What follows belongs to an exercise in optimizing a design on an open flow for small area; a production flow would make more cautious choices. In this exercise RTL edits were held to simulation tests only and were not proved equivalent to the original. Power is estimated from default activity; no workload was simulated.

==> flow/design.v <==
module moving_average_mc #(
  parameter int DATA_WIDTH      = 16,
  parameter int CHANNELS        = 4,
  parameter int MAX_WINDOW_LOG2 = 5,
  localparam int CW = (CHANNELS > 1) ? $clog2(CHANNELS) : 1,
  localparam int WW = $clog2(MAX_WINDOW_LOG2 + 1)
) (
  input  logic                  clk,
  input  logic                  reset,
  input  logic [DATA_WIDTH-1:0] input_data,
  input  logic [CW-1:0]         input_channel,
  input  logic                  enable,
  input  logic [WW-1:0]         window,
  output logic [DATA_WIDTH-1:0] output_data,
  output logic [CW-1:0]         output_channel,
  output logic                  output_data_valid,
  output logic                  output_primed
);
  localparam int L  = MAX_WINDOW_LOG2;
  localparam int MW = 1 << L;
  localparam int AW = DATA_WIDTH + L;
  localparam int FW = L + 1;
  logic [WW-1:0]                win_c, cur_win;
  logic                         clear;
  logic [FW-1:0]                fill [CHANNELS];
  logic signed [AW-1:0]         acc  [CHANNELS];
  logic [DATA_WIDTH-1:0]        sr   [CHANNELS][MW];
  logic [FW-1:0]                eff_fill, new_fill;
  logic                         full;
  logic signed [DATA_WIDTH-1:0] x_old;
  logic signed [AW-1:0]         base, acc_new;
  logic                         primed;
  logic                         v1, v2;
  logic signed [AW-1:0]         s1_sum;
  logic [WW-1:0]                s1_win;
  logic [DATA_WIDTH-1:0]        s2_data;
  logic [CW-1:0]                s1_ch, s2_ch;
  logic                         s1_primed, s2_primed;
  always_comb begin
    win_c    = (window > WW'(L)) ? WW'(L) : window;
    clear    = (win_c != cur_win);
    eff_fill = fill[input_channel];
    full     = eff_fill[win_c];
    x_old    = '0;
    for (int c = 0; c < CHANNELS; c++)
      for (int k = 1; k <= L; k++)
        if (input_channel == CW'(c) && win_c == WW'(k) && full)
          x_old = x_old | sr[c][(1 << k) - 1];
    base     = (eff_fill == '0) ? '0 : acc[input_channel];
    acc_new  = {{L{input_data[DATA_WIDTH-1]}}, input_data};
    if (!clear && win_c != '0) acc_new = acc_new + base - {{L{x_old[DATA_WIDTH-1]}}, x_old};
    new_fill = clear ? FW'(1) : full ? eff_fill : eff_fill + FW'(1);
    primed   = new_fill[win_c];
  end
  always_ff @(posedge clk) begin
    for (int c = 0; c < CHANNELS; c++) begin
      if (enable && input_channel == CW'(c)) begin
        sr[c][0] <= input_data;
        for (int i = 1; i < MW; i++) sr[c][i] <= sr[c][i-1];
        acc[c] <= acc_new;
      end
    end
  end
  always_ff @(posedge clk or posedge reset) begin
    if (reset) begin
      cur_win <= '0;
      for (int c = 0; c < CHANNELS; c++) fill[c] <= '0;
    end else begin
      cur_win <= win_c;
      if (clear) begin
        for (int c = 0; c < CHANNELS; c++) fill[c] <= '0;
      end
      if (enable) fill[input_channel] <= new_fill;
    end
  end
  always_ff @(posedge clk) begin
    s1_sum    <= acc_new;
    s1_win    <= win_c;
    s1_ch     <= input_channel;
    s1_primed <= primed;
    s2_data   <= DATA_WIDTH'(s1_sum >>> s1_win);
    s2_ch     <= s1_ch;
    s2_primed <= s1_primed;
  end
  always_ff @(posedge clk or posedge reset) begin
    if (reset) begin
      v1                <= 1'b0;
      v2                <= 1'b0;
      output_data_valid <= 1'b0;
      output_data       <= '0;
      output_channel    <= '0;
      output_primed     <= 1'b0;
    end else begin
      v1                <= enable;
      v2                <= v1;
      output_data_valid <= v2;
      if (v2) begin
        output_data    <= s2_data;
        output_channel <= s2_ch;
        output_primed  <= s2_primed;
      end
    end
  end
endmodule
clock: 8.0 ns
lec_check: 0
cap_margin: 20
core_margin: 2
core_utilization: 40
gpl_timing_driven: 0
slew_margin: 20
standard.sh (not shown) runs the stock make flow with config.mk's settings and CLKGATE_MAP_FILE= SYNTH_SCRIPT=/design/flow/synth_recipe.tcl, a recipe that flattens the netlist after the stock synthesis.
==> flow/flow/run.sh <==
#!/bin/bash
# The standard layout, with the smallest buffer on the ports and clock tree synthesis told not
# to add dummy loads for balancing.
set -euo pipefail
cd "$(dirname "$0")/.."
export BUFFER_PORTS_ARGS="-buffer_cell sky130_fd_sc_hd__buf_1"
export CTS_ARGS="-sink_clustering_enable -repair_clock_nets -sink_clustering_size 30 -sink_clustering_max_diameter 70 -buf_list sky130_fd_sc_hd__clkbuf_16 -dont_use_dummy_load"
bash standard.sh finish > standard.log 2>&1
Change:
Settings changed: GPL_TIMING_DRIVEN 0 to default.
=> The new run finished with timing, DRC and antenna clean. Cell area falls slightly. Clock power falls slightly. Die area stays the same. Synthesized area stays the same. Core utilization falls by 0.70 points. Worst setup slack improves by 0.90 ns.

## what the ideal ports hide
The results above use ideal ports. As a check the final layouts listed here were re-extracted and re-timed, cells and wires unchanged.
Step 1 (the two cells are an assumption about what drives the block):
set clk [get_ports {clk}]
set_driving_cell -lib_cell sky130_fd_sc_hd__clkbuf_16 $clk
set_driving_cell -lib_cell sky130_fd_sc_hd__buf_2 [delete_from_list [all_inputs] $clk]
Step 2 times the ports against the registers' clock, not the clock port: input delays grow and output delays shrink by t, the midpoint of the rising clock arrivals with the driver on.
Three values: ideal, step 1, step 2; two values: the first two.
run	shift t [ns]	slack for setup (ns)	worst setup path at the end
the first run	0.780	0.258 / 0.324 / -0.456	input to register
the second run	0.805	1.163 / 1.112 / 0.307	input to register
With both steps, setup timing fails in the first run, where it was met with ideal ports. The setup slack of the second run, which loses most, moves by -0.051 ns with the drivers and by -0.856 ns with both steps.
